From an optimization exercise on the open Yosys and OpenROAD flow, aimed at small area, a short achievable clock period and few clock cycles per item; shortcuts taken in it are not production practice. RTL that was checked went through simulation tests only; none was proved equivalent to the original. No activity file was given, so power comes from the tool's default toggle rates.

Setup of before:
Design cm_top, start of the top module:
module cm_top #(
    parameter logic [31:0] RF_BADDR = 32'd0      
) (
    input  wire         clk,
    input  wire         rst_n,
    input  wire  [31:0] rf_addr,
    input  wire         rf_wr,
    input  wire  [31:0] rf_cfg,
    output logic [31:0] rf_sts,
    output logic        mem_ce,
    output logic        mem_we,
    output logic [31:0] mem_addr,
    output logic [7:0]  mem_wr_data,
    input  wire  [7:0]  mem_rd_data
);
==> flow/config.mk <==
export PLATFORM = sky130hd
export DESIGN_NAME = cm_top
export DESIGN_NICKNAME = cm_top
export VERILOG_FILES = /design/flow/design.v
export SDC_FILE = /design/flow/constraint.sdc
export NUM_CORES = 4
export LEC_CHECK = 0
export ABC_CLOCK_PERIOD_IN_PS = 2200
export CAP_MARGIN = 20
export CORE_MARGIN = 2
export CORE_UTILIZATION = 40
export PLACE_DENSITY = 0.6
export SETUP_SLACK_MARGIN = 2.8
export SLEW_MARGIN = 20
==> flow/constraint.sdc <==
create_clock -name core_clock -period 5.0 [get_ports {clk}]
set_input_delay 1.0000 -clock core_clock [delete_from_list [all_inputs] [get_ports {clk}]]
set_output_delay 1.0000 -clock core_clock [all_outputs]
set_load 0.01 [all_outputs]
run.sh (not shown) runs the stock make flow with config.mk's settings and CLKGATE_MAP_FILE= SYNTH_SCRIPT=/design/flow/synth_recipe.tcl, a recipe that flattens the netlist after the stock synthesis.
No stage failed in before, and the final checks on the layout all came back clean.
Setup changes, before to after
Settings: SETUP_SLACK_MARGIN: 2.8 -> 2.5; ABC_CLOCK_PERIOD_IN_PS: 2200 -> 2500.
[summary]
after: flow completed, timing, DRC and antenna clean. Worst voltage drop across the vdd grid, after and before: larger value in before. The routing usage on met2 reported for after is smaller than that of before by 5.2 points. Diff before -> after: non-clock buffer share of cell area -4.6 points; HPWL after detailed placement shows an increase of about 2.5%; number of fillers in the final layout up 267; data arrival at the endpoint of the critical path saw a decrease. Core utilization: after vs before down 5.6 points. Looking only at relative contribution of sequential cells to total power, and setting everything else aside, the higher value of after and before goes to after. after vs before, relative contribution of the clock network to total power went down by 1.9 points. The run showing the greater global-route met3 utilization is after.
Function was not checked in any run of this note: the RTL went through the layout flow alone.

* * *

Another version of the RTL of cm_top (not shown whole).
Size in the first run: ~330 flip-flops, roughly 0.016 sq mm of cells after synthesis.
clock: 5.0 ns
lec_check: 0
abc_clock_period_in_ps: 2400
cap_margin: 20
core_margin: 2
core_utilization: 40
place_density: 0.6
setup_slack_margin: 2.65
slew_margin: 20
standard.sh (not shown) runs the stock make flow with config.mk's settings and CLKGATE_MAP_FILE= SYNTH_SCRIPT=/design/flow/synth_recipe.tcl, a recipe that flattens the netlist after the stock synthesis.
==> flow/flow/run.sh <==
#!/bin/bash
# Standard layout, with plain buffers (instead of delay buffers) on the ports.
export BUFFER_PORTS_ARGS="-buffer_cell sky130_fd_sc_hd__buf_2"
bash standard.sh > standard.log 2>&1
Testbench counts at the start, summed over its fixed seeds: cycles 15,065, ops 1,445.
Change:
==> flow/flow/run.sh (replaced) <==
#!/bin/bash
# Standard layout, with plain buffers (instead of delay buffers) on the ports
# and a clock tree without dummy loads.
export BUFFER_PORTS_ARGS="-buffer_cell sky130_fd_sc_hd__buf_2"
export CTS_ARGS="-sink_clustering_enable -repair_clock_nets -dont_use_dummy_load"
bash standard.sh > standard.log 2>&1
- ABC_CLOCK_PERIOD_IN_PS: 2400 -> default
- SETUP_SLACK_MARGIN: 2.65 -> 2.72
Final area drops by 0.38%.
Clock skew increases by 0.021 ns.
Synthesized area does not change.
Routed wire length is about the same.
First-iteration DRC count climbs by 7.2%.
Non-clock buffer count came out higher by 12.

* * *

== 01-13 ==
cm_top, a different RTL version from the one above (not shown whole).
For scale: about 330 flip-flops, about 150 I/O pins, ~0.015 mm2 of cells after synthesis.
## cm_top
module cm_top #(
    parameter logic [31:0] RF_BADDR = 32'd0      
) (
    input  wire         clk,
    input  wire         rst_n,
    input  wire  [31:0] rf_addr,
    input  wire         rf_wr,
    input  wire  [31:0] rf_cfg,
    output logic [31:0] rf_sts,
    output logic        mem_ce,
    output logic        mem_we,
    output logic [31:0] mem_addr,
    output logic [7:0]  mem_wr_data,
    input  wire  [7:0]  mem_rd_data
);
    logic sel_op1, sel_op2, sel_res, sel_nop, sel_start, sel_sts;
    logic [31:0] rf_q;
    assign sel_start = rf_wr & (rf_addr == RF_BADDR + 32'd4);
    assign sel_sts   = rf_wr & (rf_addr == RF_BADDR + 32'd5);
    always_ff @(posedge clk or negedge rst_n) begin
        if (!rst_n) begin
            sel_op1 <= 1'b0;
            sel_op2 <= 1'b0;
            sel_res <= 1'b0;
            sel_nop <= 1'b0;
        end else begin
            sel_op1 <= rf_wr & (rf_addr == RF_BADDR + 32'd0);
            sel_op2 <= rf_wr & (rf_addr == RF_BADDR + 32'd1);
            sel_res <= rf_wr & (rf_addr == RF_BADDR + 32'd2);
            sel_nop <= rf_wr & (rf_addr == RF_BADDR + 32'd3);
        end
    end
    always_ff @(posedge clk)
        rf_q <= rf_cfg;
    logic        running;        
    logic        done_q;         
    logic [10:1] s;              
    logic        first;          
    logic        second;         
    logic        last;           
    logic        rot;            
    logic        rz;             
    logic        ait;            
  ...
export LEC_CHECK = 0
export CAP_MARGIN = 20
export CORE_MARGIN = 2
export CORE_UTILIZATION = 40
export PLACE_DENSITY = 0.65
export SETUP_SLACK_MARGIN = 2.65
export SLEW_MARGIN = 20
create_clock -name core_clock -period 5.0 [get_ports {clk}]
==> flow/flow/run.sh <==
#!/bin/bash
# Standard layout, with plain buffers (instead of delay buffers) on the ports.
export BUFFER_PORTS_ARGS="-buffer_cell sky130_fd_sc_hd__buf_2"
bash standard.sh > standard.log 2>&1
The flow did not stop early for 01-13: all stages ran, and the layout cleared the timing, DRC and antenna checks.
Inputs modified between 01-13 and 08-04:
Settings: a change of PLACE_DENSITY from 0.65 to 0.6.
==> flow/flow/run.sh <==
#!/bin/bash
# Standard layout, with plain buffers (instead of delay buffers) on the ports
# and a clock tree of small buffers without dummy loads.
export BUFFER_PORTS_ARGS="-buffer_cell sky130_fd_sc_hd__buf_2"
export CTS_ARGS="-sink_clustering_enable -repair_clock_nets -dont_use_dummy_load -buf_list {sky130_fd_sc_hd__clkbuf_4 sky130_fd_sc_hd__clkbuf_8}"
bash standard.sh > standard.log 2>&1
## What came out
~same sequential power in 08-04 and 01-13
Setup slack at placement: 08-04 vs 01-13 up 18 ps
01-13 leaves more setup margin than 08-04.
Summary of 08-04 over 01-13: data arrival time at the worst-slack endpoint increased 120 ps; global-route wire length before repair saw an increase; layout filler cell count increased by 88 relative to the old numbers; largest clock skew in the final design +18 ps.
Function was not checked in any run of this note: the RTL went through the layout flow alone.

==> port drivers added, routing unchanged <==
How much do the figures lean on ideal ports? The routed layouts below were timed once more, with nothing changed but the port constraints.
Step 1: set_driving_cell puts a clkbuf_16 on clk and a buf_2 on each other input, an assumption about the parent block.
Step 2 also shifts input and output timing later by t, the mid clock arrival at the registers, as if the neighbouring blocks saw the same clock.
a / b / c = no drivers / after step 1 / after step 2; a / b = the first two.
run	t (ns)	slack for setup (ns)	clock arrival spread, ns	worst data-port slew with drivers (ns)	cell pins on the clock port's net
before	0.577	2.160 / 2.160 / 1.962	0.023 / 0.022	0.08	1
after	0.551	2.201 / 2.201 / 1.932	0.029 / 0.029	0.08	1
the first run of note 2	0.567	2.629 / 2.629 / 2.625	0.024 / 0.025	0.04	1
the second run of note 2	0.560	2.612 / 2.612 / 2.612	0.042 / 0.043	0.05	1
01-13	0.567	2.523 / 2.523 / 2.523	0.028 / 0.027	0.05	1
08-04	0.640	2.415 / 2.415 / 2.415	0.050 / 0.050	0.07	1
After both steps setup and hold are still met in every run listed. For after, which loses most, drivers alone change the setup slack by 0.000 ns; drivers and shift together by -0.269 ns.
